From an optimization exercise on the open Yosys and OpenROAD flow, aimed at small area; shortcuts taken in it are not production practice.
Function was checked by simulation only, so behaviour that the tests miss may differ from the original.

## job 2426
// arithmetic_unit
module arithmetic_unit
(
  input  logic        clk,
  input  logic        rst,
  input  logic [31:0] a,
  input  logic [31:0] b,
  input  logic [2:0]  op,
  output logic [63:0] out
);
  logic [63:0]        out_q, out_d;
  logic               is_fmul, is_sub;
  logic [31:0]        mul_x, mul_y;
  logic [63:0]        mul_w;
  logic [32:0]        alu_w;
  logic [31:0]        alu_bi, alu_s;
  logic               alu_c, alu_pre, alu_c31, alu_g30, alu_p30;
  logic               alu_g10, alu_g32, alu_p32, alu_g54, alu_p54;
  logic [31:0]        alu_z, alu_pin;
  logic [6:0]         alu_g, alu_p, alu_bc;
  logic               slt, sltu;
  logic [31:0]        fadd_w, fmul_w;
  logic               fm_s, fm_zero, fm_nan, fm_uf0, fm_uf1, fm_of0, fm_of1, fm_uf, fm_of;
  logic [9:0]         fm_e0, fm_e1, fm_e;
  logic [8:0]         fm_es;
  logic               fm_ec;
  logic [22:0]        fm_man;
  assign is_fmul = (op == OP_FMUL);
  assign is_sub  = (op != OP_ADD);
  assign mul_x = is_fmul ? {8'h00, 1'b1, a[22:0]} : a;
  assign mul_y = is_fmul ? {8'h00, 1'b1, b[22:0]} : b;
  mul32 u_mul (
    .x (mul_x),
    .y (mul_y),
    .p (mul_w)
  );
  always_comb begin
    alu_bi  = b ^ {32{is_sub}};
    alu_g   = '0;
    alu_p   = '0;
    alu_c   = is_sub;
    for (int i = 0; i < 4; i++) begin
      alu_z[i]   = a[i] ^ alu_bi[i] ^ alu_c;
      alu_pin[i] = 1'b0;
      alu_c      = (a[i] & alu_bi[i]) | (a[i] & alu_c) | (alu_bi[i] & alu_c);
    end
    alu_g[0] = alu_c;
    for (int k = 1; k < 7; k++) begin
      alu_c   = 1'b0;
      alu_pre = 1'b1;
      for (int i = 4 * k; i < ((k == 6) ? 32 : 4 * k + 4); i++) begin
        alu_pin[i] = alu_pre;
  ...
export LEC_CHECK = 0
export ABC_AREA = 1
export CAP_MARGIN = 20
export CORE_MARGIN = 2
export CORE_UTILIZATION = 50
export CTS_BUF_LIST = sky130_fd_sc_hd__clkbuf_8
export SLEW_MARGIN = 20
create_clock -name core_clock -period 18.0 [get_ports {clk}]
standard.sh (not shown) runs the stock make flow with config.mk's settings and CLKGATE_MAP_FILE= SYNTH_SCRIPT=/design/flow/synth_recipe.tcl, a recipe that flattens the netlist after the stock synthesis.
==> flow/flow/run.sh <==
#!/bin/bash
# Own flow: the standard layout, except that Yosys's generic synthesis skips its
# early "abc -fast" pass (synth -noabc). That pass rewrites the full-adder logic in
# inverted forms, so extract_fa then leaves inverters between the adder cells; the final
# technology-mapping abc pass still runs. The flip-flops get back the names the standard
# synthesis gives them (flow/fixregs.py), so they pair with the reference by name.
# The final technology mapping uses flow/abc_area_map.script, an area-oriented ABC
# mapping (dch -f; amap) in place of ORFS's abc_area.script (dch; map -B 0.9).
# Every input and output port still gets its buffer, a plain buf_1 instead of the delay
# cell that buffer_ports picks by default.
set -euo pipefail
W=$(pwd)
sed -e 's#^  log_cmd abc {\*}$abc_args#  log_cmd abc {*}[lreplace $abc_args 1 1 '"$W"'/flow/abc_area_map.script]#' \
  "$FLOW_HOME/scripts/synth.tcl" > flow_synth_main.tcl
grep -q abc_area_map.script flow_synth_main.tcl
sed -e 's/yosys synth -nofsm -noshare /yosys synth -nofsm -noshare -noabc /' \
  -e "s#source \$::env(SCRIPTS_DIR)/synth.tcl#source $W/flow_synth_main.tcl#" synth_recipe.tcl > flow_synth.tcl
grep -q flow_synth_main.tcl flow_synth.tcl
grep -q -- '-noabc' flow_synth.tcl
echo "exec python3 $W/flow/fixregs.py \$::env(RESULTS_DIR)/1_2_yosys.v" >> flow_synth.tcl
sed -e "s#$W/synth_recipe.tcl#$W/flow_synth.tcl#" standard.sh > flow_standard.sh
grep -q flow_synth.tcl flow_standard.sh
bash flow_standard.sh "BUFFER_PORTS_ARGS=-buffer_cell sky130_fd_sc_hd__buf_1" finish > flow_make.log 2>&1
==> flow/flow/abc_area_map.script <==
strash
dch -f
amap
topo
stime -c
buffer -c
upsize -c
dnsize -c
==> flow/flow/fixregs.py <==
#!/usr/bin/env python3
"""Give each output flip-flop the name the standard synthesis gives it:
the flip-flop whose Q drives out[k] becomes \\out_q[k]$_SDFF_PP0_ ."""
import re
import sys

path = sys.argv[1]
text = open(path).read()
pat = re.compile(r'(sky130_fd_sc_hd__dfxtp_\d+\s+)(\\\S+\s|\S+)(\s*\((?:[^;]*?)\.Q\(out\[(\d+)\]\)\s*\);)', re.S)
names = set()
count = 0


def sub(m):
    global count
    k = int(m.group(4))
    new = "\\out_q[%d]$_SDFF_PP0_ " % k
    assert new not in names
    names.add(new)
    count += 1
    return m.group(1) + new + m.group(3)


text = pat.sub(sub, text)
open(path, "w").write(text)
print("fixregs: named %d flip-flops" % count)
--- input diff job 2426..job 7004 ---
Settings: putting SETUP_SLACK_MARGIN at 0.1 where nothing was set.
==> comparison <==
Diff job 2426..job 7004 | wire length on met2 | negligible
Reported for job 2426 and job 7004, net count reported at finish turned out identical to the last digit.
Inputs modified between job 7004 and job 1412:
Settings: a change of SETUP_SLACK_MARGIN from 0.1 to 0.5; a deleted CTS_BUF_LIST that had been sky130_fd_sc_hd__clkbuf_8.
Notes after the runs:
- Delta (job 1412 minus job 7004): logic depth of the worst setup path including buffers down 9, final area up about 1.7%.
- Diff job 7004 -> job 1412: number of global-route vias before repair ~0 delta; count of maximum capacitance violations held.

port drivers added, routing unchanged:
The flow's constraints put no driver on any port. The routed layouts listed below were extracted and timed again, unchanged, in two steps.
Step 1 sets driving cells, clkbuf_16 on the clock port and buf_2 on the other inputs (assumed; they add their load-dependent delay and slew).
Step 2 also shifts input and output timing later by t, the mid clock arrival at the registers, as if the neighbouring blocks saw the same clock.
a / b / c = ideal / step 1 / step 2; a / b = the first two.
run	shift t [ns]	setup WS [ns]	worst setup path after step 2	cell pins on the clock port's net
job 2426	0.392	0.759 / 0.736 / 0.344	input to register	1
job 7004	0.391	0.941 / 0.918 / 0.527	input to register	1
job 1412	0.376	1.243 / 1.257 / 0.882	input to register	1
After both steps setup and hold are still met in every run listed. The setup slack of job 2426, which loses most, moves by -0.023 ns with the drivers and by -0.415 ns with both steps.
